From an optimization exercise on the open Yosys and OpenROAD flow, aimed at small area and a short achievable clock period; shortcuts taken in it are not production practice. Only simulation tests tie the RTL to the original design; equivalence was not proved. No activity file was given, so power comes from the tool's default toggle rates.

<file path="design/flow/design.v">
package riscvPkg;
    typedef enum logic [6:0] {
        opR   = 7'b0110011,  
        opImm = 7'b0010011   
    } opcode_e;
    typedef enum logic [3:0] {
        aluAnd = 4'b0000,
        aluOr  = 4'b0001,
        aluAdd = 4'b0010,
        aluSub = 4'b0110,
        aluSll = 4'b0111
    } aluOp_e;
endpackage
`timescale 1ns/1ns
module instrDecoder (
    input  logic                   clk,
    input  logic                   reset,
    input  logic [32-1:0]    instr,
    input  logic                   exWrite,      
    input  logic [5-1:0] exRd,
    input  logic [32-1:1]  validNext,    
    output logic [32-1:1]  rs1Sel,       
    output logic [32-1:1]  rs2Sel,       
    output logic                   bypassA,      
    output logic                   bypassB,
    output logic                   fwdA,         
    output logic                   fwdB,
    output logic                   regWrite,
    output logic [5-1:0] destReg,
    output logic                   useImm,
    output logic                   opSub,
    output logic                   opAnd,
    output logic                   opOr,
    output logic                   opSll,
    output logic [11:0]            imm
);
    logic [6:0]             opcode;
    logic [2:0]             funct3;
    logic [3:0]             functKey;
    logic [5-1:0] rd;
    logic [5-1:0] rs1;
    logic [5-1:0] rs2;
    logic                   isR;
    logic                   isI;
    logic                   decWrite;
    assign opcode   = instr[6:0];
    assign rd       = instr[11:7];
    assign funct3   = instr[14:12];
    assign rs1      = instr[19:15];
    assign rs2      = instr[24:20];
    assign functKey = {instr[30], funct3};
    assign isR      = (opcode == riscvPkg::opR);
    assign isI      = (opcode == riscvPkg::opImm);
    always_comb begin
        decWrite = 1'b0;
        if (isR) begin
            case (functKey)
                4'b0000, 4'b1000, 4'b0111, 4'b0110, 4'b0001: decWrite = 1'b1;
                default: decWrite = 1'b0;
            endcase
        end else if (isI) begin
            decWrite = (funct3 == 3'b000);
        end
    end
    always_ff @(posedge clk or posedge reset) begin
        if (reset) begin
            regWrite <= 1'b0;
            bypassA  <= 1'b0;
            bypassB  <= 1'b0;
            fwdA     <= 1'b0;
            fwdB     <= 1'b0;
        end else begin
            regWrite <= decWrite && (rd != '0);
            bypassA  <= exWrite && (exRd == rs1);
            bypassB  <= exWrite && (exRd == rs2) && !isI;
            fwdA     <= regWrite && (destReg == rs1);
            fwdB     <= regWrite && (destReg == rs2) && !isI;
        end
    end
    always_ff @(posedge clk) begin
        for (int i = 1; i < 32; i++) begin
            rs1Sel[i] <= (rs1 == i) && validNext[i];
            rs2Sel[i] <= (rs2 == i) && validNext[i] && !isI;
        end
        destReg <= rd;
        useImm  <= isI;
        opSub   <= isR && (functKey == 4'b1000);
        opAnd   <= isR && (functKey == 4'b0111);
        opOr    <= isR && (functKey == 4'b0110);
        opSll   <= isR && (functKey == 4'b0001);
        imm     <= instr[31:20];
    end
endmodule
`timescale 1ns/1ns
module operandUnit (
    input  logic                   clk,
    input  logic                   reset,
    input  logic [32-1:1]  rs1Sel,
    input  logic [32-1:1]  rs2Sel,
    input  logic                   bypassA,
    input  logic                   bypassB,
    input  logic                   useImm,
    input  logic [11:0]            imm,
    input  logic [32-1:1]  wbSel,        
    input  logic [64-1:0]       wbData,
    output logic [32-1:1]  validNext,
    output logic [64-1:0]       readA,
    output logic [64-1:0]       readB
);
    logic [64-1:0]      regs [32-1:1];
    logic [32-1:1] regValid;
    logic [64-1:0]      rfA;
    logic [64-1:0]      rfB;
    always_ff @(posedge clk or posedge reset) begin
        if (reset) begin
            regValid <= '0;
        end else begin
            regValid <= validNext;
        end
    end
    always_ff @(posedge clk) begin
        for (int i = 1; i < 32; i++) begin
            if (wbSel[i]) regs[i] <= wbData;
        end
    end
    assign validNext = regValid | wbSel;
    always_comb begin
        rfA = '0;
        rfB = '0;
        for (int i = 1; i < 32; i++) begin
            rfA = rfA | ({64{rs1Sel[i]}} & regs[i]);
            rfB = rfB | ({64{rs2Sel[i]}} & regs[i]);
        end
        readA = bypassA ? wbData : rfA;
        readB = bypassB ? wbData : rfB;
        if (useImm) readB = {{(64-12){imm[11]}}, imm};
    end
endmodule
`timescale 1ns/1ns
module executeUnit (
    input  logic                   clk,
    input  logic                   reset,
    input  logic [64-1:0]       readA,        
    input  logic [64-1:0]       readB,
    input  logic                   fwdA,         
    input  logic                   fwdB,
    input  logic                   idSub,
    input  logic                   idAnd,
    input  logic                   idOr,
    input  logic                   idSll,
    input  logic                   idWrite,
    input  logic [5-1:0] idRd,
    output logic                   exWrite,
    output logic [5-1:0] exRd,
    output logic [32-1:1]  wbSel,
    output logic                   retireValid,
    output logic [5-1:0] retireRd,
    output logic [64-1:0]       retireData
);
    localparam int N = 64;
    logic [N-1:0] a;
    logic [N-1:0] b;
    logic [7:0]   shLo;          
    logic [7:0]   shHi;          
    logic         sub;
    logic         opAdd;
    logic         opAnd;
    logic         opOr;
    logic         opSll;
    logic [N-1:0] x;
    logic [N-1:0] other;         
    logic [N-1:0] shByte;
    logic [N-1:0] shl;
    logic [N-1:0] res0;          
    logic [N-1:0] res1;          
    logic [N-1:0] g [0:6];
    logic [N-1:0] t [0:6];
    logic [N-1:0] carry;
    always_comb begin
        g[0] = a & b;
        t[0] = a | b;
        for (int l = 0; l < 6; l++) begin
            for (int i = 0; i < N; i++) begin
                if (i >= (1 << l)) begin
                    g[l+1][i] = g[l][i] | (t[l][i] & g[l][i-(1<<l)]);
                    t[l+1][i] = t[l][i] & t[l][i-(1<<l)];
                end else begin
                    g[l+1][i] = g[l][i];
                    t[l+1][i] = t[l][i];
                end
            end
        end
        carry = {g[6][N-2:0], 1'b0};
    end
    always_comb begin
        shByte = '0;
        shl    = '0;
        for (int k = 0; k < 8; k++) begin
            shByte = shByte | ({N{shLo[k]}} & (a << k));
        end
        for (int k = 0; k < 8; k++) begin
            shl = shl | ({N{shHi[k]}} & (shByte << (8 * k)));
        end
    end
    assign x     = a ^ b ^ {N{sub}};
    assign other = ({N{opAnd}} & (a & b))
                 | ({N{opOr}}  & (a | b))
                 | ({N{opSll}} & shl);
    assign res0  = ({N{opAdd}} & x)  | other;
    assign res1  = ({N{opAdd}} & ~x) | other;
    logic [N-1:0] nextA0, nextA1, nextB0, nextB1;
    logic [5:0]   nextSh;
    always_comb begin
        nextA0 = (fwdA ? res0 : readA) ^ {N{idSub}};
        nextA1 = (fwdA ? res1 : readA) ^ {N{idSub}};
        nextB0 = fwdB ? res0 : readB;
        nextB1 = fwdB ? res1 : readB;
        for (int i = 0; i < 6; i++) nextSh[i] = carry[i] ? nextB1[i] : nextB0[i];
    end
    always_ff @(posedge clk) begin
        for (int i = 0; i < N; i++) begin
            a[i] <= carry[i] ? nextA1[i] : nextA0[i];
            b[i] <= carry[i] ? nextB1[i] : nextB0[i];
        end
        for (int k = 0; k < 8; k++) begin
            shLo[k] <= (nextSh[2:0] == k);
            shHi[k] <= (nextSh[5:3] == k);
        end
        sub   <= idSub;
        opAdd <= !(idAnd || idOr || idSll);
        opAnd <= idAnd;
        opOr  <= idOr;
        opSll <= idSll;
        exRd  <= idRd;
    end
    always_ff @(posedge clk or posedge reset) begin
        if (reset) begin
            exWrite     <= 1'b0;
            retireValid <= 1'b0;
            wbSel       <= '0;
        end else begin
            exWrite     <= idWrite;
            retireValid <= exWrite;
            for (int i = 1; i < 32; i++) wbSel[i] <= exWrite && (exRd == i);
        end
    end
    always_ff @(posedge clk) begin
        retireRd   <= exRd;
        for (int i = 0; i < N; i++) retireData[i] <= carry[i] ? res1[i] : res0[i];
    end
endmodule
`timescale 1ns/1ns
module riscvPipe (
    input  logic                   clk,
    input  logic                   reset,
    input  logic [32-1:0]    instr,
    output logic                   retireValid,
    output logic [5-1:0] retireRd,
    output logic [64-1:0]       retireData
);
    logic [32-1:1]  rs1Sel;
    logic [32-1:1]  rs2Sel;
    logic                   bypassA;
    logic                   bypassB;
    logic                   idWrite;
    logic [5-1:0] idRd;
    logic                   idUseImm;
    logic                   idSub;
    logic                   idAnd;
    logic                   idOr;
    logic                   idSll;
    logic [11:0]            idImm;
    logic [64-1:0]       readA;
    logic [64-1:0]       readB;
    logic                   fwdA;
    logic                   fwdB;
    logic                   exWrite;
    logic [5-1:0] exRd;
    logic [32-1:1]  wbSel;
    logic [32-1:1]  validNext;
    instrDecoder decoder_i (
        .clk      (clk),
        .reset    (reset),
        .instr    (instr),
        .exWrite  (exWrite),
        .exRd     (exRd),
        .validNext(validNext),
        .rs1Sel   (rs1Sel),
        .rs2Sel   (rs2Sel),
        .bypassA  (bypassA),
        .bypassB  (bypassB),
        .fwdA     (fwdA),
        .fwdB     (fwdB),
        .regWrite (idWrite),
        .destReg  (idRd),
        .useImm   (idUseImm),
        .opSub    (idSub),
        .opAnd    (idAnd),
        .opOr     (idOr),
        .opSll    (idSll),
        .imm      (idImm)
    );
    operandUnit operands_i (
        .clk     (clk),
        .reset   (reset),
        .rs1Sel  (rs1Sel),
        .rs2Sel  (rs2Sel),
        .bypassA (bypassA),
        .bypassB (bypassB),
        .useImm  (idUseImm),
        .imm     (idImm),
        .wbSel   (wbSel),
        .wbData  (retireData),
        .validNext(validNext),
        .readA   (readA),
        .readB   (readB)
    );
    executeUnit execute_i (
        .clk         (clk),
        .reset       (reset),
        .readA       (readA),
        .readB       (readB),
        .fwdA        (fwdA),
        .fwdB        (fwdB),
        .idSub       (idSub),
        .idAnd       (idAnd),
        .idOr        (idOr),
        .idSll       (idSll),
        .idWrite     (idWrite),
        .idRd        (idRd),
        .exWrite     (exWrite),
        .exRd        (exRd),
        .wbSel       (wbSel),
        .retireValid (retireValid),
        .retireRd    (retireRd),
        .retireData  (retireData)
    );
endmodule
</file>
<file path="design/flow/run.sh">
#!/bin/bash
# synth_recipe.tcl (not shown) runs the flow's synth.tcl, then flattens the netlist and writes it again
# the make line also repeats each setting of config.mk as NAME=value (left out here)
make -C /OpenROAD-flow-scripts/flow DESIGN_CONFIG=/design/flow/config.mk WORK_HOME=/design/flow/orfs CLKGATE_MAP_FILE= SYNTH_SCRIPT=/design/flow/synth_recipe.tcl finish
</file>
<file path="design/flow/config.mk">
export PLATFORM = sky130hd
export DESIGN_NAME = riscvPipe
export DESIGN_NICKNAME = riscvPipe
export VERILOG_FILES = /design/flow/design.v
export SDC_FILE = /design/flow/constraint.sdc
export NUM_CORES = 4
export LEC_CHECK = 0
export CAP_MARGIN = 20
export CORE_MARGIN = 2
export CORE_UTILIZATION = 55
export SETUP_SLACK_MARGIN = 4.6
export SLEW_MARGIN = 30
export TNS_END_PERCENT = 5
</file>
<file path="design/flow/constraint.sdc">
create_clock -name core_clock -period 8.0 [get_ports {clk}]
set_input_delay 1.6000 -clock core_clock [delete_from_list [all_inputs] [get_ports {clk}]]
set_output_delay 1.6000 -clock core_clock [all_outputs]
set_load 0.01 [all_outputs]
</file>
==> results.ini, run 1 <==
[status]
outcome=complete, no violations

[route]
wl_um=567000
drtIter0Drc=26800
wl_per_cell_um=53.1
via_per_inst=8.91
postRouteAntennaNets=0
firstDrtPassIters=17
drc_errors=0
vias=95100

[worst_setup_path]
critPathBufInv=2
rrSetupSlack_ns=4.08
cp_max_fo=28
worstPathArrival_ns=4.59
crit_path_end_kind=register
critical_path_required_ns=8.67
path_delay_family=buffers and inverters
crit_chain=buf_4 > buf_6 > a22oi_1 > nand4_1 > o32ai_1 > nor2_1 > a21oi_1 > xnor2_1
critPathMaxStageDelay_ns=0.81
start_kind=register
cp_slowest_cell=buf_4
crit_type=register to register

[final_layout]
layout_common_cells=edfxtp_1 (1984), a22oi_1 (1296), a221oi_1 (501)
utilization_pct=63.3
fillers=14000
nets=8098
regArea_mm2=0.0680
drive_above_1_share_pct=13.2
syn2layout_area_growth_pct=14.1
final_common_cell=edfxtp_1
instances_no_fill=10700
multi_input_area_mm2=0.0341
fin_area_mm2=0.119

[power_and_ir_drop]
leakage_nw=37.2
finalPower_mw=25.0
ir_drop_v=0.000233
powerDensity_mw_per_mm2=210

[floorplan]
pin_count=104
core_area_mm2=0.188
dieArea_mm2=0.193
die_w_um=439
fp.dieH_um=439
initial_core_util_pct=55.5
rows=159

[yosys]
ys_types=94
ys_warn_count=6
synth_compound_area_share_pct=22.3
synth_top_family_by_area=compound AO/OA/AOI/OAI gates
yosys_most_used_dff=edfxtp_1
synth_fa_ha_area_share_pct=1.54
synth_xor_area_share_pct=1.69
synth-edff-count=1984
yosysSeqAreaShare_pct=64.7
syn_area_mm2=0.104
syn_nets=8100
yosys.area_share.simple_pct=6.26
syn_inst=7938
ys_ff_latch=2360
async_flop_share_pct=2.92
synthMuxAreaShare_pct=0.0768
avgSynthCellArea_um2=13.1

[sta]
period_needed_ns=3.92
slew_headroom_pct=17.9
max_slew.worst_pin.slew_ns=1.23
final_max_slew_viol_count=0
clock.fmax_ghz=0.255
holdWs_ns=0.397
setup_viol=0
hold_viol=0
setup_slack_ns=4.08
finalClockSkew_ns=0.0823
timing.final.crit_share_pct=49.0
finalSetupTns_ns=0
rsz0062_at_grt=true

[place]
place_area_mm2=0.109
place_ws_ns=3.61
gp_congestion=1.04
hpwl_um=324000
place_inst=10100
port_buffers=103

[global_routing]
grt_usage_pct=56.9
grt_max_degree=78
grt_antenna_before_repair=56
grt_pass1_wl_um=743000
grt_overflow=0
grt_pass1_vias=86300

[cts]
cts_num_sinks=2360
clk_pin_slew_worst_paths_ns=0.06
clk_latency_ns=0.92
cts_buffer_depth=3
numCtsBuffers=229
tritoncts=built
cts_hold_buf=0
root_buffer=clkbuf_16
htree_levels=4

[run]
maxCapViolCount=0

[min_path]
hp-class=register to register

final cells by class:
type	instances	area share, %
multi-input combinational	4614	28.7
sequential	2360	57.1
clock buffer	298	5.30
clock inverter	137	1.42
inverter	265	0.838
antenna	39	0.0820
tap	2495	2.62
timing repair buffer	466	3.97
flip-flops by register name (all words and copies together), names as in the netlist, 12 cells and up:
signal,cells
decoder_i.imm,12
execute_i.retireData,64
decoder_i.rs1Sel,31
decoder_i.rs2Sel,31
execute_i.a,64
execute_i.wbSel,31
execute_i.b,64
operands_i.regs,1984
operands_i.regValid,31
repair_timing:
item | CTS | global route
cloned | 2 | 7
gates resized for setup | 191 | 154
pin swaps | 9 | 26
setup buffers | 17 | 22
endpoints found under the setup margin | 221 | 197
cells in the mapped netlist, drive strengths merged (16+ instances only):
library cell | count | area [um^2]
buf | 218 | 823
o32ai | 56 | 490
a21oi | 364 | 1830
nor4 | 61 | 388
nor2 | 267 | 1000
a22o | 483 | 4230
nand2 | 111 | 417
a221oi | 507 | 4460
a31oi | 20 | 125
dfrtp | 69 | 1730
dfxtp | 307 | 6150
nor3 | 139 | 706
clkbuf | 481 | 1810
a222oi | 39 | 390
xor2 | 76 | 666
o21ai | 94 | 497
or4 | 25 | 191
ha | 128 | 1600
a221o | 16 | 160
a22oi | 1296 | 9730
o22a | 31 | 272
inv | 264 | 991
nand3 | 221 | 1110
o31ai | 21 | 158
xnor2 | 125 | 1090
edfxtp | 1984 | 59600
nor2b | 23 | 144
nand4 | 324 | 2030
report_power, final:
part	switching, mW	total, mW	internal (mW)
Clock	5.04	11.7	6.61
Combinational	0.125	0.182	0.0567
Sequential	0.0213	13.2	13.1
routing by layer:
layer | up-vias | part of all wire (%) | GRT usage (%)
met2 | 12800 | 38 | 74.5
met5 | - | 0.22 | 3.35
li1 | 32900 | - | -
met3 | 4302 | 20 | 30.9
met4 | 66 | 11 | 45.5
met1 | 45000 | 31 | 68.5
final timing paths:
| check | from | endpoint | depth (start not counted) |
|---|---|---|---|
| max | decoder_i.rs1Sel[19] | execute_i.a[2] | 8 |
| min | decoder_i.destReg[3] | execute_i.exRd[3] | 0 |
| max reg2reg | decoder_i.rs1Sel[19] | execute_i.a[2] | 8 |
| min reg2reg | decoder_i.destReg[3] | execute_i.exRd[3] | 0 |
| max in group asynchronous | reset | decoder_i.bypassB | 3 |
| min in group asynchronous | reset | execute_i.wbSel[29] | 3 |
cell families (layout without fill, tap and decap cells):
family / after synthesis / count (layout)
flops: 2360 / 2360
compound gates: 3028 / 3028
buf+inv: 964 / 1166
simple gates: 1249 / 1249
other cells: 0 / 39
fa+ha+maj: 128 / 128
mux: 8 / 8
xor+xnor: 201 / 201
==> run 2, diff against run 1 <==
--- a/design/flow/design.v
+++ b/design/flow/design.v
@@ -104,4 +104,5 @@
     input  logic [32-1:1]  wbSel,        
     input  logic [64-1:0]       wbData,
+    input  logic [64-1:0]       bypassData,   
     output logic [32-1:1]  validNext,
     output logic [64-1:0]       readA,
@@ -132,6 +133,6 @@
             rfB = rfB | ({64{rs2Sel[i]}} & regs[i]);
         end
-        readA = bypassA ? wbData : rfA;
-        readB = bypassB ? wbData : rfB;
+        readA = bypassA ? bypassData : rfA;
+        readB = bypassB ? bypassData : rfB;
         if (useImm) readB = {{(64-12){imm[11]}}, imm};
     end
@@ -154,4 +155,5 @@
     output logic [5-1:0] exRd,
     output logic [32-1:1]  wbSel,
+    output logic [64-1:0]       wbData,       
     output logic                   retireValid,
     output logic [5-1:0] retireRd,
@@ -247,5 +249,8 @@
     always_ff @(posedge clk) begin
         retireRd   <= exRd;
-        for (int i = 0; i < N; i++) retireData[i] <= carry[i] ? res1[i] : res0[i];
+        for (int i = 0; i < N; i++) begin
+            retireData[i] <= carry[i] ? res1[i] : res0[i];
+            if (exWrite) wbData[i] <= carry[i] ? res1[i] : res0[i];
+        end
     end
 endmodule
@@ -278,4 +283,5 @@
     logic [5-1:0] exRd;
     logic [32-1:1]  wbSel;
+    logic [64-1:0]       wbData;
     logic [32-1:1]  validNext;
     instrDecoder decoder_i (
@@ -311,5 +317,6 @@
         .imm     (idImm),
         .wbSel   (wbSel),
-        .wbData  (retireData),
+        .wbData  (wbData),
+        .bypassData(retireData),
         .validNext(validNext),
         .readA   (readA),
@@ -332,4 +339,5 @@
         .exRd        (exRd),
         .wbSel       (wbSel),
+        .wbData      (wbData),
         .retireValid (retireValid),
         .retireRd    (retireRd),
--- a/design/flow/config.mk
+++ b/design/flow/config.mk
@@ -9,5 +9,6 @@
 export CORE_MARGIN = 2
 export CORE_UTILIZATION = 55
-export SETUP_SLACK_MARGIN = 4.6
+export PLACE_DENSITY = 0.65
+export SETUP_SLACK_MARGIN = 5
 export SLEW_MARGIN = 30
-export TNS_END_PERCENT = 5
+export TNS_END_PERCENT = 100
==> results.ini, run 2 <==
[yosys]
ys_types=94  ; unchanged
ys_warn_count=6  ; unchanged
syn_inst=8002  ; was 7938
synth_common_cells=edfxtp_1 (2048), a22oi_1 (1296), a221oi_1 (504)  ; was edfxtp_1 (1984), a22oi_1 (1296), a221oi_1 (504)
async_flop_share_pct=2.85  ; was 2.92%
netlist.area_leader.share_pct=57.9  ; was 57.1%
yosysMostFrequentCell=edfxtp_1  ; unchanged
yosysSeqAreaShare_pct=65.3  ; was 64.7%
syn_nets=8164  ; was 8100
synth_area_leader_cell=edfxtp_1  ; unchanged
synth-edff-count=2048  ; was 1984
ys_ff_latch=2424  ; was 2360
avgSynthCellArea_um2=13.3  ; was 13.1 um^2
yosys_most_used_dff=edfxtp_1  ; unchanged
ys_top_cells_by_area=edfxtp_1 (58%), a22oi_1 (9.2%), dfxtp_1 (5.8%)  ; was edfxtp_1 (57%), a22oi_1 (9.3%), dfxtp_1 (5.9%)
syn_area_mm2=0.106  ; was 0.104 mm^2

[sta]
setup_slack_ns=4.43  ; was 4.08 ns
timing.final.crit_share_pct=44.7  ; was 49.0%
rsz0062_at_grt=true  ; unchanged
slew_headroom_pct=15.1  ; was 17.9%
hold_viol=0  ; unchanged
final_max_slew_viol_count=0  ; unchanged
max_slew.worst_pin.slew_ns=1.26  ; was 1.23 ns
finalClockSkew_ns=0.0542  ; was 0.0823 ns
period_needed_ns=3.57  ; was 3.92 ns
finalSetupTns_ns=0  ; unchanged
setup_viol=0  ; unchanged
clock.fmax_ghz=0.280  ; was 0.255 GHz

[worst_setup_path]
r2r-start=decoder_i.rs1Sel[13]  ; was decoder_i.rs1Sel[19]
cp_slowest_cell=nor3_2  ; was buf_4
critPathBufInv=1  ; was 2
start_kind=register  ; unchanged
critical_path_required_ns=8.77  ; was 8.67 ns
path_delay_family=simple AND/OR/NAND/NOR gates  ; was buffers and inverters
path_common_cell=a21oi_1
critPathMaxStageDelay_ns=0.81  ; about the same
crit_type=register to register  ; unchanged
cp_max_fo=28  ; unchanged
setup.worst_path.start=decoder_i.rs1Sel[13]  ; was decoder_i.rs1Sel[19]
crit_path_end_kind=register  ; unchanged
worstPathArrival_ns=4.34  ; was 4.59 ns
crit_chain=buf_4 > a221oi_1 > nand4_1 > nor3_2 > a21oi_1 > nor2_1 > a21oi_1 > xor2_1  ; was buf_4 > buf_6 > a22oi_1 > nand4_1 > o32ai_1 > nor2_1 > a21oi_1 > xnor2_1

[final_layout]
fin_area_mm2=0.124  ; was 0.119 mm^2
drive_above_1_share_pct=19.1  ; was 13.2%
nets=8299  ; was 8098
utilization_pct=64.7  ; was 63.3%
top_register=operands_i.regs  ; unchanged
syn2layout_area_growth_pct=17.0  ; was 14.1%
largest_reg_flops=1984  ; unchanged
final_common_cell=edfxtp_1  ; unchanged
layout_common_cells=edfxtp_1 (2048), a22oi_1 (1296), a221oi_1 (498)  ; was edfxtp_1 (1984), a22oi_1 (1296), a221oi_1 (501)

[floorplan]
core_area_mm2=0.192  ; was 0.188 mm^2
fp.dieH_um=443  ; was 439 um
die_w_um=443  ; was 439 um
initial_core_util_pct=55.3  ; was 55.5%
pin_count=104  ; unchanged
dieArea_mm2=0.197  ; was 0.193 mm^2
rows=161  ; was 159

[cts]
cts_buffer_depth=3  ; unchanged
numCtsBuffers=237  ; was 229
root_buffer=clkbuf_16  ; unchanged
cts_hold_buf=0  ; unchanged
clk_latency_ns=0.93  ; was 0.92 ns
htree_levels=4  ; unchanged
cts_num_sinks=2424  ; was 2360
tritoncts=built  ; unchanged
clk_pin_slew_worst_paths_ns=0.06  ; about the same

[power_and_ir_drop]
ir_drop_v=0.000239  ; was 0.000233 V
leakage_nw=41.4  ; was 37.2 nW
powerDensity_mw_per_mm2=207  ; was 210 mW/mm^2

[place]
gp_congestion=1.06  ; was 1.04
port_buffers=103  ; unchanged
place_ws_ns=4.01  ; was 3.61 ns
hpwl_um=313000  ; was 324000 um
place_area_mm2=0.110  ; was 0.109 mm^2

[route]
wl_per_cell_um=51.8  ; was 53.1 um
drtIter0Drc=26800  ; about the same
firstDrtPassIters=21  ; was 17
drc_errors=0  ; unchanged
via_per_inst=8.92  ; was 8.91
wl_um=566000  ; was 567000 um
postRouteAntennaNets=0  ; unchanged
vias=97500  ; was 95.1k

[global_routing]
grt_pass1_wl_um=741000  ; was 743000 um
grt_usage_pct=55.4  ; was 56.9%
grt_overflow=0  ; unchanged
grt_antenna_before_repair=42  ; was 56
grt_pass1_vias=87700  ; was 86.3k
grt_max_degree=68  ; was 78

[status]
outcome=complete, no violations  ; unchanged

[min_path]
hp-class=register to register  ; unchanged
min-delay-start=decoder_i.destReg[2]  ; was decoder_i.destReg[3]

[run]
maxCapViolCount=0  ; unchanged

-- run 2: changes by cell type after synthesis --
cell | previous run | this run
edfxtp_1 | 1984 | 2048
-- run 2: routing by layer --
metal | global-route usage, % | wire, um
met5 | 4.10 | 1860
met2 | 70.9 | 209000
met4 | 40.6 | 60500
met1 | 66.8 | 176000
met3 | 34.0 | 119000
-- run 2: area by class of cell --
| class | count | area, um^2 |
|---|---|---|
| Clock buffer | 277 | 6250 |
| Tap cell | 2526 | 3160 |
| Timing Repair Buffer | 595 | 5980 |
| Fill cell | 14200 | 67900 |
| Multi-Input combinational cell | 4614 | 35500 |
| Antenna cell | 54 | 135 |
| Sequential cell | 2424 | 70100 |
| Inverter | 265 | 1030 |
| Clock inverter | 173 | 2030 |
-- run 2: final timing paths --
path,end,slack [ns],cells past startpoint
setup / recovery,execute_i.a[42],4.43,8
hold / removal,execute_i.exRd[2],0.39,0
setup reg to reg,execute_i.a[42],4.43,8
hold reg to reg,execute_i.exRd[2],0.39,0
max in group asynchronous,execute_i.wbSel[6],6.22,4
min in group asynchronous,execute_i.retireValid,1.12,3
-- run 2: worst reg2reg max path, delay by kind of cell, from the launching register on --
family | cells | cell delay, ns
AO/OA/AOI/OAI | 3 | 1.05
flip-flops | 1 | 0.48
XOR/XNOR | 1 | 0.18
buffers and inverters | 1 | 0.47
AND/OR/NAND/NOR | 3 | 1.23
-- run 2: kinds of logic after synthesis --
group,count (synthesis),synth area share (%)
XOR/XNOR,201,1.66
adder cells (fa/ha/maj),128,1.51
buffers and inverters,964,3.41
AND/OR/NAND/NOR,1249,6.15
AO/OA/AOI/OAI,3028,21.9
flip-flops,2424,65.3
multiplexers,8,0.0754
-- run 2: where the power goes --
group,switching (mW),internal (mW),total [mW]
Clock,5.23,6.83,12.1
Combinational,0.108,0.0593,0.167
Sequential,0.0302,13.5,13.5
Total,5.37,20.4,25.7
-- run 2: repair_timing --
action / in CTS / in global routing
setup endpoints to repair: 310 / 280
setup buffers: 142 / 78
resized for setup: 956 / 214
pin swaps: 103 / 108
-- run 2: through the flow --
step | hold WS (ns) | power [mW] | cells
4_1_cts | 0.376 | 25.6 | 10800
5_1_grt | 0.402 | 26.1 | 10900
3_5_place_dp | 0.380 | 13.9 | 10200
6_report | 0.390 | 25.7 | 10900
2_1_floorplan | 0.329 | 13.9 | 8002
3_3_place_gp | 0.380 | 13.9 | 10200
==> run 3, diff against run 2 <==
--- a/design/flow/config.mk
+++ b/design/flow/config.mk
@@ -8,6 +8,8 @@
 export CAP_MARGIN = 20
 export CORE_MARGIN = 2
-export CORE_UTILIZATION = 55
-export PLACE_DENSITY = 0.65
+export CORE_UTILIZATION = 60
+export CTS_CLUSTER_DIAMETER = 80
+export CTS_CLUSTER_SIZE = 30
+export PLACE_DENSITY = 0.7
 export SETUP_SLACK_MARGIN = 5
 export SLEW_MARGIN = 30
==> results.ini, run 3 <==
[min_path]
worstHoldPathCells=0  ; unchanged
min-delay-start=decoder_i.destReg[4]  ; was decoder_i.destReg[2]
min_to=execute_i.exRd[4]  ; was execute_i.exRd[2]
hp-class=register to register  ; unchanged

[yosys]
ys_ff_latch=2424  ; unchanged
syn_inst=8002  ; unchanged
synth_common_cells=edfxtp_1 (2048), a22oi_1 (1296), a221oi_1 (504)  ; unchanged
ys_warn_count=6  ; unchanged
synth_area_leader_cell=edfxtp_1  ; unchanged
avgSynthCellArea_um2=13.3  ; unchanged
ys_types=94  ; unchanged
async_flop_share_pct=2.85  ; unchanged
yosys_most_used_dff=edfxtp_1  ; unchanged
syn_area_mm2=0.106  ; unchanged
ys_top_cells_by_area=edfxtp_1 (58%), a22oi_1 (9.2%), dfxtp_1 (5.8%)  ; unchanged
yosysMostFrequentCell=edfxtp_1  ; unchanged
netlist.area_leader.share_pct=57.9  ; unchanged
yosysSeqAreaShare_pct=65.3  ; unchanged
synth-edff-count=2048  ; unchanged
syn_nets=8164  ; unchanged

[sta]
max_slew.worst_pin.slew_ns=1.34  ; was 1.26 ns
setup_viol=0  ; unchanged
final_max_slew_viol_count=0  ; unchanged
holdWs_ns=0.400  ; was 0.390 ns
clock.fmax_ghz=0.280  ; about the same
hold_viol=0  ; unchanged
finalSetupTns_ns=0  ; unchanged
setup_slack_ns=4.43  ; about the same
period_needed_ns=3.57  ; about the same
rsz0062_at_grt=true  ; unchanged
slew_headroom_pct=9.82  ; was 15.1%
timing.final.crit_share_pct=44.6  ; was 44.7%
finalClockSkew_ns=0.0779  ; was 0.0542 ns

[power_and_ir_drop]
pwr-share-clk_pct=35.9  ; was 46.9%
p_seq_share_pct=63.3  ; was 52.5%
combPwrFrac_pct=0.7  ; about the same
ir_drop_v=0.000262  ; was 0.000239 V
finalPower_mw=21.3  ; was 25.7 mW
p_sw_mw=4.73  ; was 5.37 mW
leakage_nw=39.2  ; was 41.4 nW
powerDensity_mw_per_mm2=179  ; was 207 mW/mm^2
sw_frac_of_total_pct=22.2  ; was 20.9%
p_int_mw=16.6  ; was 20.4 mW

[cts]
htree_levels=3  ; was 4
tritoncts=built  ; unchanged
clk_latency_ns=0.90  ; was 0.93 ns
root_buffer=clkbuf_16  ; unchanged
clk_pin_slew_worst_paths_ns=0.11  ; was 0.06 ns
numCtsBuffers=117  ; was 237
cts_num_sinks=2424  ; unchanged
cts_buffer_depth=3  ; unchanged

[run]
maxCapViolCount=0  ; unchanged

[floorplan]
rows=154  ; was 161
die_w_um=425  ; was 443 um
initial_core_util_pct=60.4  ; was 55.3%
fp.dieH_um=425  ; was 443 um
dieArea_mm2=0.180  ; was 0.197 mm^2
core_area_mm2=0.176  ; was 0.192 mm^2
pin_count=104  ; unchanged

[route]
drtIter0Drc=28200  ; was 26.8k
drc_errors=0  ; unchanged
firstDrtPassIters=17  ; was 21
postRouteAntennaNets=0  ; unchanged
via_per_inst=9.29  ; was 8.92
vias=97700  ; was 97.5k
wl_per_cell_um=53.6  ; was 51.8 um
wl_um=564000  ; was 566000 um

[final_layout]
syn2layout_area_growth_pct=12.1  ; was 17.0%
top_register=operands_i.regs  ; unchanged
largest_reg_flops=1984  ; unchanged
final_common_cell=edfxtp_1  ; unchanged
nets=8157  ; was 8299
utilization_pct=67.7  ; was 64.7%
drive_above_1_share_pct=15.6  ; was 19.1%
instances_no_fill=10500  ; was 10.9k
layout_common_cells=edfxtp_1 (2048), a22oi_1 (1296), a221oi_1 (498)  ; unchanged
fin_area_mm2=0.119  ; was 0.124 mm^2

[global_routing]
grt_antenna_before_repair=55  ; was 42
grt_pass1_wl_um=743000  ; was 741000 um
grt_busiest_layer=met2  ; unchanged
grt_util_met3_pct=40.8  ; was 34.0%
grt_pass1_vias=88300  ; was 87.7k
use_met1_pct=70.6  ; was 66.8%
grt_usage_pct=60.7  ; was 55.4%
use_met2_pct=77.0  ; was 70.9%
grt_overflow=0  ; unchanged
grt_max_degree=70  ; was 68

[worst_setup_path]
worstPathArrival_ns=4.28  ; was 4.34 ns
r2r_end=execute_i.a[15]  ; was execute_i.a[42]
crit_chain=buf_6 > a22o_1 > a221oi_1 > nand4_1 > nor3_4 > a21oi_1 > nor2_1 > a21oi_1 > xor2_1  ; was buf_4 > a221oi_1 > nand4_1 > nor3_2 > a21oi_1 > nor2_1 > a21oi_1 > xor2_1
r2r-start=decoder_i.rs1Sel[8]  ; was decoder_i.rs1Sel[13]
start_kind=register  ; unchanged
rrSetupSlack_ns=4.43  ; about the same
critical_path_required_ns=8.71  ; was 8.77 ns
path_common_cell=a21oi_1  ; unchanged
crit_type=register to register  ; unchanged
crit_path_end_kind=register  ; unchanged
cp.depth=9  ; was 8
worst-r2r-cell-count=9  ; was 8
path_delay_family=simple AND/OR/NAND/NOR gates  ; unchanged
critPathBufInv=1  ; unchanged
critPathMaxStageDelay_ns=0.61  ; was 0.81 ns
cp_max_fo=34  ; was 28
cp_slowest_cell=dfxtp_4  ; was nor3_2

[status]
outcome=complete, no violations  ; unchanged

[place]
gp_congestion=1.12  ; was 1.06
port_buffers=103  ; unchanged
place_inst=9991  ; was 10.2k
place_area_mm2=0.110  ; about the same
hpwl_um=314000  ; was 313000 um
place_ws_ns=3.82  ; was 4.01 ns

run 3: power groups by stage:
stage          Sequential, mW  Clock (mW)  Combinational (mW)
4_1_cts                  13.5        7.51               0.141
3_5_place_dp             13.8           0               0.133
6_report                 13.5        7.65               0.156
3_3_place_gp             13.8           0               0.131
2_1_floorplan            13.8           0              0.0667
5_1_grt                  13.5        7.91               0.160
run 3: repair_timing:
action                                  CTS  global route
hold buffers                              0             0
cloned                                    0             0
endpoints found under the setup margin  315           248
hold endpoints to repair                  0             0
gates resized for setup                 812           182
setup buffers                           133            75
pin swaps                                84            79
run 3: final cells by class:
cell class,instances,area (um^2)
Clock buffer,137,3060
Tap cell,2340,2930
Clock inverter,86,1090
Antenna cell,81,203
Inverter,265,1010
Multi-Input combinational cell,4614,35000
Timing Repair Buffer,573,5650
Fill cell,12400,56900
Sequential cell,2424,70100
run 3: cells by family (layout without fill, tap and decap cells):
family          Yosys count  in the layout  synth area share, %
compound gates         3028           3028                 21.9
flops                  2424           2424                 65.3
simple gates           1249           1249                 6.15
buf+inv                 964           1061                 3.41
xor+xnor                201            201                 1.66
fa+ha+maj               128            128                 1.51
mux                       8              8               0.0754
other cells               0             81                    0
run 3: how the worst max path moves through the flow:
stage                             start               to  slack, ns
floorplan               execute_i.a[22]  execute_i.a[58]       5.00
global placement        execute_i.a[35]  execute_i.a[36]       3.37
detailed placement       execute_i.a[4]  execute_i.a[61]       3.82
CTS                      execute_i.a[1]  execute_i.b[51]       4.57
global route             execute_i.a[1]  execute_i.a[63]       4.43
finish              decoder_i.rs1Sel[8]  execute_i.a[15]       4.43
run 3: layer usage:
metal,routed length (um),vias to the layer above
met1,168000,45900
met5,2540,-
li1,-,33100
met2,207000,13800
met3,121000,4817
met4,65800,90
run 3: worst register-to-register path: stages, from the launching register on:
cell	delay, ns
dfxtp_4	0.61
buf_6	0.49
a22o_1	0.32
a221oi_1	0.32
nand4_1	0.22
nor3_4	0.53
a21oi_1	0.12
nor2_1	0.48
a21oi_1	0.11
xor2_1	0.21
==> run 4, diff against run 3 <==
==> design/flow/flow/run.sh (new file) <==
#!/bin/bash
set -euo pipefail
cd "$(dirname "${BASH_SOURCE[0]}")/.."
bash standard.sh \
  "CTS_ARGS=-sink_clustering_enable -repair_clock_nets -dont_use_dummy_load -sink_clustering_size 30 -sink_clustering_max_diameter 80" \
  finish > flow_make.log 2>&1
==> design/flow/standard.sh (new file) <==
#!/bin/bash
# synth_recipe.tcl (not shown) runs the flow's synth.tcl, then flattens the netlist and writes it again
# the make line also repeats each setting of config.mk as NAME=value (left out here)
make -C /OpenROAD-flow-scripts/flow DESIGN_CONFIG=/design/flow/config.mk WORK_HOME=/design/flow/orfs CLKGATE_MAP_FILE= SYNTH_SCRIPT=/design/flow/synth_recipe.tcl "${@:-finish}"
--- a/design/flow/config.mk
+++ b/design/flow/config.mk
@@ -8,8 +8,8 @@
 export CAP_MARGIN = 20
 export CORE_MARGIN = 2
-export CORE_UTILIZATION = 60
+export CORE_UTILIZATION = 55
 export CTS_CLUSTER_DIAMETER = 80
 export CTS_CLUSTER_SIZE = 30
-export PLACE_DENSITY = 0.7
+export PLACE_DENSITY = 0.65
 export SETUP_SLACK_MARGIN = 5
 export SLEW_MARGIN = 30
removed: design/flow/run.sh
==> results.ini, run 4 <==
[worst_setup_path]
cp_slowest_cell=nor3_2  ; was dfxtp_4
crit_type=register to register  ; unchanged
path_delay_family=simple AND/OR/NAND/NOR gates  ; unchanged
start_kind=register  ; unchanged
path_common_cell=a21oi_1  ; unchanged
crit_path_end_kind=register  ; unchanged
critPathMaxStageDelay_ns=0.88  ; was 0.61 ns
critical_path_required_ns=8.66  ; was 8.71 ns
worstPathArrival_ns=4.38  ; was 4.28 ns
cp_max_fo=41  ; was 34
critPathBufInv=1  ; unchanged
crit_chain=buf_4 > a21oi_1 > nand4_1 > nor3_2 > a21oi_1 > nor2_1 > a21oi_2 > xor2_1  ; was buf_6 > a22o_1 > a221oi_1 > nand4_1 > nor3_4 > a21oi_1 > nor2_1 > a21oi_1 > xor2_1

[cts]
htree_levels=3  ; unchanged
clk_latency_ns=0.87  ; was 0.90 ns
cts_buffer_depth=3  ; unchanged
clk_pin_slew_worst_paths_ns=0.11  ; about the same
cts_num_sinks=2424  ; unchanged
tritoncts=built  ; unchanged
cts_hold_buf=0  ; unchanged
root_buffer=clkbuf_16  ; unchanged
numCtsBuffers=121  ; was 117

[floorplan]
pin_count=104  ; unchanged
die_w_um=443  ; was 425 um
initial_core_util_pct=55.3  ; was 60.4%
fp.dieH_um=443  ; was 425 um
rows=161  ; was 154
core_area_mm2=0.192  ; was 0.176 mm^2
dieArea_mm2=0.197  ; was 0.180 mm^2

[global_routing]
grt_usage_pct=55.2  ; was 60.7%
grt_overflow=0  ; unchanged
grt_max_degree=68  ; was 70
grt_pass1_vias=86200  ; was 88.3k
grt_antenna_before_repair=50  ; was 55
grt_pass1_wl_um=740000  ; was 743000 um

[final_layout]
drive_above_1_share_pct=16.5  ; was 15.6%
instances_no_fill=10600  ; was 10.5k
largest_reg_flops=1984  ; unchanged
syn2layout_area_growth_pct=12.2  ; was 12.1%
nets=8184  ; was 8157
final_common_cell=edfxtp_1  ; unchanged
top_register=operands_i.regs  ; unchanged
layout_common_cells=edfxtp_1 (2048), a22oi_1 (1296), a221oi_1 (497)  ; was edfxtp_1 (2048), a22oi_1 (1296), a221oi_1 (498)

[sta]
finalSetupTns_ns=0  ; unchanged
setup_slack_ns=4.27  ; was 4.43 ns
timing.final.crit_share_pct=46.6  ; was 44.6%
slew_headroom_pct=18.2  ; was 9.82%
period_needed_ns=3.73  ; was 3.57 ns
hold_viol=0  ; unchanged
holdWs_ns=0.393  ; was 0.400 ns
clock.fmax_ghz=0.268  ; was 0.280 GHz
rsz0062_at_grt=true  ; unchanged
final_max_slew_viol_count=0  ; unchanged
setup_viol=0  ; unchanged
finalClockSkew_ns=0.117  ; was 0.0779 ns
max_slew.worst_pin.slew_ns=1.23  ; was 1.34 ns

[route]
via_per_inst=9.14  ; was 9.29
vias=97100  ; was 97.7k
route.met3.wl_um=117000  ; was 121000 um
wl_met1_um=177000  ; was 168000 um
wl_um=565000  ; was 564000 um
drtIter0Drc=26900  ; was 28.2k
drc_errors=0  ; unchanged
wl_per_cell_um=53.2  ; was 53.6 um
topRoutingLayerUsed=met5  ; unchanged
wl_met2_um=210000  ; was 207000 um
postRouteAntennaNets=0  ; unchanged
firstDrtPassIters=12  ; was 17

[place]
place_ws_ns=4.01  ; was 3.82 ns
hpwl_um=313000  ; was 314000 um
place_inst=10200  ; was 9991
port_buffers=103  ; unchanged
gp_congestion=1.06  ; was 1.12

[yosys]
ys_top_cells_by_area=edfxtp_1 (58%), a22oi_1 (9.2%), dfxtp_1 (5.8%)  ; unchanged
avgSynthCellArea_um2=13.3  ; unchanged
synth-edff-count=2048  ; unchanged
syn_nets=8164  ; unchanged
yosys_most_used_dff=edfxtp_1  ; unchanged
async_flop_share_pct=2.85  ; unchanged
yosysSeqAreaShare_pct=65.3  ; unchanged
syn_area_mm2=0.106  ; unchanged
synth_area_leader_cell=edfxtp_1  ; unchanged
synth_common_cells=edfxtp_1 (2048), a22oi_1 (1296), a221oi_1 (504)  ; unchanged
syn_inst=8002  ; unchanged
netlist.area_leader.share_pct=57.9  ; unchanged
yosysMostFrequentCell=edfxtp_1  ; unchanged
ys_ff_latch=2424  ; unchanged
ys_warn_count=6  ; unchanged
ys_types=94  ; unchanged

[power_and_ir_drop]
combPwrFrac_pct=0.8  ; was 0.7%
powerDensity_mw_per_mm2=171  ; was 179 mW/mm^2
sw_frac_of_total_pct=20.4  ; was 22.2%
leakage_nw=39.0  ; was 39.2 nW
p_seq_share_pct=66.3  ; was 63.3%
p_sw_mw=4.14  ; was 4.73 mW
ir_drop_v=0.000192  ; was 0.000262 V
finalPower_mw=20.3  ; was 21.3 mW
p_int_mw=16.2  ; was 16.6 mW
pwr-share-clk_pct=32.8  ; was 35.9%

[min_path]
hp-class=register to register  ; unchanged

[status]
outcome=complete, no violations  ; unchanged

[run]
maxCapViolCount=0  ; unchanged

run 4: cell counts after synthesis:
No cell type changed its count.
run 4: timing repair:
| item | 4_1_cts | 5_1_grt |
|---|---|---|
| endpoints found under the setup margin | 313 | 233 |
| buffers inserted | 167 | 54 |
| resized for setup | 936 | 251 |
| pin swaps | 117 | 138 |
run 4: cell families (layout without fill, tap and decap cells):
kind of cell               count (synthesis)  in the layout  synth area share (%)
muxes                                      8              8                0.0754
DFF                                     2424           2424                  65.3
other                                      0             78                     0
buffers and inverters                    964            982                  3.41
and+or+nand+nor                         1249           1249                  6.15
AOI/OAI and AO/OA                       3028           3028                  21.9
xor gates and xnor gates                 201            201                  1.66
adders and majority gates                128            128                  1.51
run 4: metal layers:
metal / GRT usage (%) / up-vias
met5: 4.25 / -
met4: 39.5 / 80
met3: 33.3 / 4256
met2: 71.1 / 13500
met1: 67.2 / 46400
li1: - / 33000
run 4: worst paths after layout:
kind,from,end,slack (ns),cells past startpoint
hold / removal,decoder_i.destReg[2],execute_i.exRd[2],0.39,0
max in group asynchronous,reset,execute_i.wbSel[6],6.12,4
setup reg to reg,decoder_i.bypassA,execute_i.a[58],4.27,8
setup / recovery,decoder_i.bypassA,execute_i.a[58],4.27,8
min in group asynchronous,reset,execute_i.retireValid,1.17,3
hold reg to reg,decoder_i.destReg[2],execute_i.exRd[2],0.39,0
run 4: through the flow:
stage	util, %	cell area [um^2]
after floorplan	-	106000
after global placement	57.2	110000
after detailed placement	57.4	110000
after CTS	60.9	117000
after global routing	61.9	119000
final	62.0	119000
run 4: power groups by stage:
stage,registers (mW),logic (mW),clock network [mW]
after floorplan,13.8,0.0667,0
after global placement,13.8,0.135,0
after detailed placement,13.8,0.139,0
after CTS,13.5,0.150,6.54
after global routing,13.5,0.169,6.93
final,13.5,0.166,6.68
run 4: final cells by class:
cell class	count	area, um^2
fill	14800	73000
sequential	2424	70100
multi-input combinational	4614	35700
timing repair buffer	596	5930
tap	2526	3160
clock buffer	121	3030
inverter	265	1040
antenna	78	195
==> run 5, diff against run 4 <==
--- a/design/flow/design.v
+++ b/design/flow/design.v
@@ -163,4 +163,5 @@
     logic [N-1:0] a;
     logic [N-1:0] b;
+    logic [N-1:0] aShN;          
     logic [7:0]   shLo;          
     logic [7:0]   shHi;          
@@ -199,5 +200,5 @@
         shl    = '0;
         for (int k = 0; k < 8; k++) begin
-            shByte = shByte | ({N{shLo[k]}} & (a << k));
+            shByte = shByte | ({N{shLo[k]}} & ((~aShN) << k));
         end
         for (int k = 0; k < 8; k++) begin
@@ -222,5 +223,6 @@
     always_ff @(posedge clk) begin
         for (int i = 0; i < N; i++) begin
-            a[i] <= carry[i] ? nextA1[i] : nextA0[i];
+            a[i]    <= carry[i] ? nextA1[i] : nextA0[i];
+            aShN[i] <= !(carry[i] ? nextA1[i] : nextA0[i]);
             b[i] <= carry[i] ? nextB1[i] : nextB0[i];
         end
==> design/flow/run.sh (new file) <==
#!/bin/bash
# synth_recipe.tcl (not shown) runs the flow's synth.tcl, then flattens the netlist and writes it again
# the make line also repeats each setting of config.mk as NAME=value (left out here)
make -C /OpenROAD-flow-scripts/flow DESIGN_CONFIG=/design/flow/config.mk WORK_HOME=/design/flow/orfs CLKGATE_MAP_FILE= SYNTH_SCRIPT=/design/flow/synth_recipe.tcl finish
removed: design/flow/flow/run.sh
removed: design/flow/standard.sh
==> results.ini, run 5 <==
[cts]
numCtsBuffers=121  ; unchanged
cts_num_sinks=2488  ; was 2424
cts_buffer_depth=3  ; unchanged
root_buffer=clkbuf_16  ; unchanged
tritoncts=built  ; unchanged
clk_pin_slew_worst_paths_ns=0.12  ; was 0.11 ns
htree_levels=3  ; unchanged
clk_latency_ns=0.90  ; was 0.87 ns

[final_layout]
final_common_cell=edfxtp_1  ; unchanged
instances_no_fill=11100  ; was 10.6k
multi_input_area_mm2=0.0372  ; was 0.0357 mm^2
largest_reg_flops=1984  ; unchanged
top_register=operands_i.regs  ; unchanged
drive_above_1_share_pct=19.9  ; was 16.5%
fillers=14400  ; was 14.8k
regArea_mm2=0.0714  ; was 0.0701 mm^2
fin_area_mm2=0.125  ; was 0.119 mm^2
syn2layout_area_growth_pct=15.7  ; was 12.2%
nets=8428  ; was 8184
layout_common_cells=edfxtp_1 (2048), a22oi_1 (1026), a22o_1 (488)  ; was edfxtp_1 (2048), a22oi_1 (1296), a221oi_1 (497)

[route]
postRouteAntennaNets=0  ; unchanged
vias=99000  ; was 97.1k
drc_errors=0  ; unchanged
via_per_inst=8.94  ; was 9.14
wl_um=578000  ; was 565000 um
wl_per_cell_um=52.2  ; was 53.2 um
drtIter0Drc=27700  ; was 26.9k
firstDrtPassIters=12  ; unchanged

[sta]
timing.final.crit_share_pct=42.9  ; was 46.6%
finalSetupTns_ns=0  ; unchanged
max_slew.worst_pin.slew_ns=1.26  ; was 1.23 ns
rsz0062_at_grt=true  ; unchanged
hold_viol=0  ; unchanged
setup_viol=0  ; unchanged
clock.fmax_ghz=0.291  ; was 0.268 GHz
period_needed_ns=3.43  ; was 3.73 ns
slew_headroom_pct=16.0  ; was 18.2%
final_max_slew_viol_count=0  ; unchanged
holdWs_ns=0.354  ; was 0.393 ns
finalClockSkew_ns=0.0716  ; was 0.117 ns

[yosys]
synth_common_cells=edfxtp_1 (2048), a22oi_1 (1039), a221oi_1 (496)  ; was edfxtp_1 (2048), a22oi_1 (1296), a221oi_1 (504)
ys_top_cells_by_area=edfxtp_1 (57%), a22oi_1 (7.2%), dfxtp_1 (6.9%)  ; was edfxtp_1 (58%), a22oi_1 (9.2%), dfxtp_1 (5.8%)
yosysMostFrequentCell=edfxtp_1  ; unchanged
synth_area_leader_cell=edfxtp_1  ; unchanged
syn_inst=8140  ; was 8002
syn_nets=8302  ; was 8164
async_flop_share_pct=2.77  ; was 2.85%
syn_area_mm2=0.108  ; was 0.106 mm^2
synth-edff-count=2048  ; unchanged
avgSynthCellArea_um2=13.3  ; about the same
ys_types=95  ; was 94
netlist.area_leader.share_pct=56.8  ; was 57.9%
ys_warn_count=6  ; unchanged
yosysSeqAreaShare_pct=65.3  ; about the same
yosys_most_used_dff=edfxtp_1  ; unchanged
ys_ff_latch=2488  ; was 2424

[place]
place_inst=10400  ; was 10.2k
port_buffers=103  ; unchanged
place_area_mm2=0.112  ; was 0.110 mm^2
hpwl_um=317000  ; was 313000 um
gp_congestion=1.07  ; was 1.06

[global_routing]
grt_pass1_wl_um=750000  ; was 740000 um
grt_usage_pct=55.3  ; was 55.2%
grt_util_met3_pct=34.0  ; was 33.3%
grt_busiest_layer=met2  ; unchanged
grt_pass1_vias=88500  ; was 86.2k
use_met1_pct=67.8  ; was 67.2%
grt_overflow=0  ; unchanged
grt_max_degree=81  ; was 68
use_met2_pct=71.2  ; was 71.1%
grt_antenna_before_repair=54  ; was 50

[worst_setup_path]
worstPathArrival_ns=4.14  ; was 4.38 ns
crit_chain=buf_12 > a22o_1 > a221oi_1 > nand4_1 > o32ai_4 > nor2_1 > a21oi_2 > buf_6 > xor2_4  ; was buf_4 > a21oi_1 > nand4_1 > nor3_2 > a21oi_1 > nor2_1 > a21oi_2 > xor2_1
crit_path_end_kind=register  ; unchanged
start_kind=register  ; unchanged
critical_path_required_ns=8.70  ; was 8.66 ns
cp_max_fo=51  ; was 41
worst-r2r-cell-count=9  ; was 8
critPathMaxStageDelay_ns=0.72  ; was 0.88 ns
crit_type=register to register  ; unchanged
cp_slowest_cell=o32ai_4  ; was nor3_2

[floorplan]
die_w_um=448  ; was 443 um
core_area_mm2=0.195  ; was 0.192 mm^2
dieArea_mm2=0.200  ; was 0.197 mm^2
initial_core_util_pct=55.5  ; was 55.3%
fp.dieH_um=448  ; was 443 um
rows=162  ; was 161
pin_count=104  ; unchanged

[min_path]
worstHoldPathCells=0  ; unchanged
hp-class=register to register  ; unchanged

[status]
outcome=complete, no violations  ; unchanged

[power_and_ir_drop]
leakage_nw=42.1  ; was 39.0 nW
powerDensity_mw_per_mm2=176  ; was 171 mW/mm^2
ir_drop_v=0.000200  ; was 0.000192 V

[run]
maxCapViolCount=0  ; unchanged

run 5: cell types whose count changed after synthesis, sizes merged, moves of 50 or more:
cell,delta
a22oi,-257
buf,+65
clkbuf,-53
dfxtp,+64
nand4,-50
o22ai,+237
run 5: layer usage:
metal,share of wire (%),vias up
met5,0.25,-
met4,10,87
met3,21,4376
met2,37,13500
met1,31,47200
li1,-,33800
run 5: cell type report:
type | count | share of cell area [%]
timing repair inverter | 3 | 0.0170
multi-input combinational | 4650 | 29.7
inverter | 291 | 0.946
clock buffer | 148 | 2.60
clock inverter | 84 | 0.881
tap | 2624 | 2.62
sequential | 2488 | 57.0
antenna | 77 | 0.154
timing repair buffer | 711 | 6.11
run 5: critical path: cells and delay by family (launching register included):
family          cells  cell delay (ns)
buf+inv             2             0.48
xor+xnor            1             0.38
compound gates      4             1.42
flops               1             0.52
simple gates        2             0.32
run 5: per-stage QoR:
| step | util (%) | setup WS [ns] | power, mW |
|---|---|---|---|
| after floorplan | - | 5.11 | 14.2 |
| after global placement | 57.4 | 3.35 | 14.3 |
| after detailed placement | 57.5 | 3.37 | 14.3 |
| after CTS | 62.0 | 4.73 | 21.9 |
| after global routing | 64.1 | 4.61 | 22.4 |
| final | 64.2 | 4.57 | 22.1 |
run 5: power breakdown:
part	internal (mW)	switching (mW)	total (mW)
clock	3.35	4.70	8.05
combinational	0.0873	0.144	0.232
sequential	13.8	0.0385	13.8
run 5: kinds of logic after synthesis:
logic type / after synthesis / share of synthesized area [%]
adders and majority gates: 128 / 1.48
and+or+nand+nor: 1214 / 5.99
DFF: 2488 / 65.3
AOI/OAI and AO/OA: 3061 / 21.6
buffers and inverters: 1002 / 3.63
xor gates and xnor gates: 235 / 1.90
muxes: 12 / 0.117
run 5: what timing repair did:
action,CTS,global route
setup endpoints to repair,379,295
resized for setup,1004,468
cloned,17,8
buffers inserted,161,172
hold buffers,0,0
pin swaps,99,182
run 5: path summary, 6_finish.rpt:
check	from	end	slack (ns)
max	decoder_i.rs1Sel[11]	execute_i.aShN[33]	4.57
min	decoder_i.opAnd	execute_i.opAnd	0.35
max reg2reg	decoder_i.rs1Sel[11]	execute_i.aShN[33]	4.57
min reg2reg	decoder_i.opAnd	execute_i.opAnd	0.35
max in group asynchronous	reset	execute_i.wbSel[16]	5.79
min in group asynchronous	reset	execute_i.retireValid	0.98

## afterwards: timing with drivers on the ports
The results above use ideal ports. As a check the final layouts listed here were re-extracted and re-timed, cells and wires unchanged. Step 1 assumes that a clkbuf_16 drives the clock port and a buf_2 every other input. Step 2 times the ports against the registers' clock, not the clock port: input delays grow and output delays shrink by t, the midpoint of the rising clock arrivals with the driver on. Three values: ideal, step 1, step 2; two values: the first two.
run | shift t [ns] | slack for setup (ns) | worst data-port slew with drivers (ns)
run 1 | 0.991 | 4.082 / 4.082 / 4.048 | 0.05
run 2 | 1.006 | 4.428 / 4.428 / 4.218 | 0.07
run 3 | 0.976 | 4.432 / 4.432 / 4.347 | 0.06
run 4 | 0.922 | 4.275 / 4.275 / 4.250 | 0.07
run 5 | 0.959 | 4.565 / 4.565 / 4.148 | 0.05
After both steps setup and hold are still met in every run listed. For run 5, which loses most, drivers alone change the setup slack by 0.000 ns; drivers and shift together by -0.417 ns.
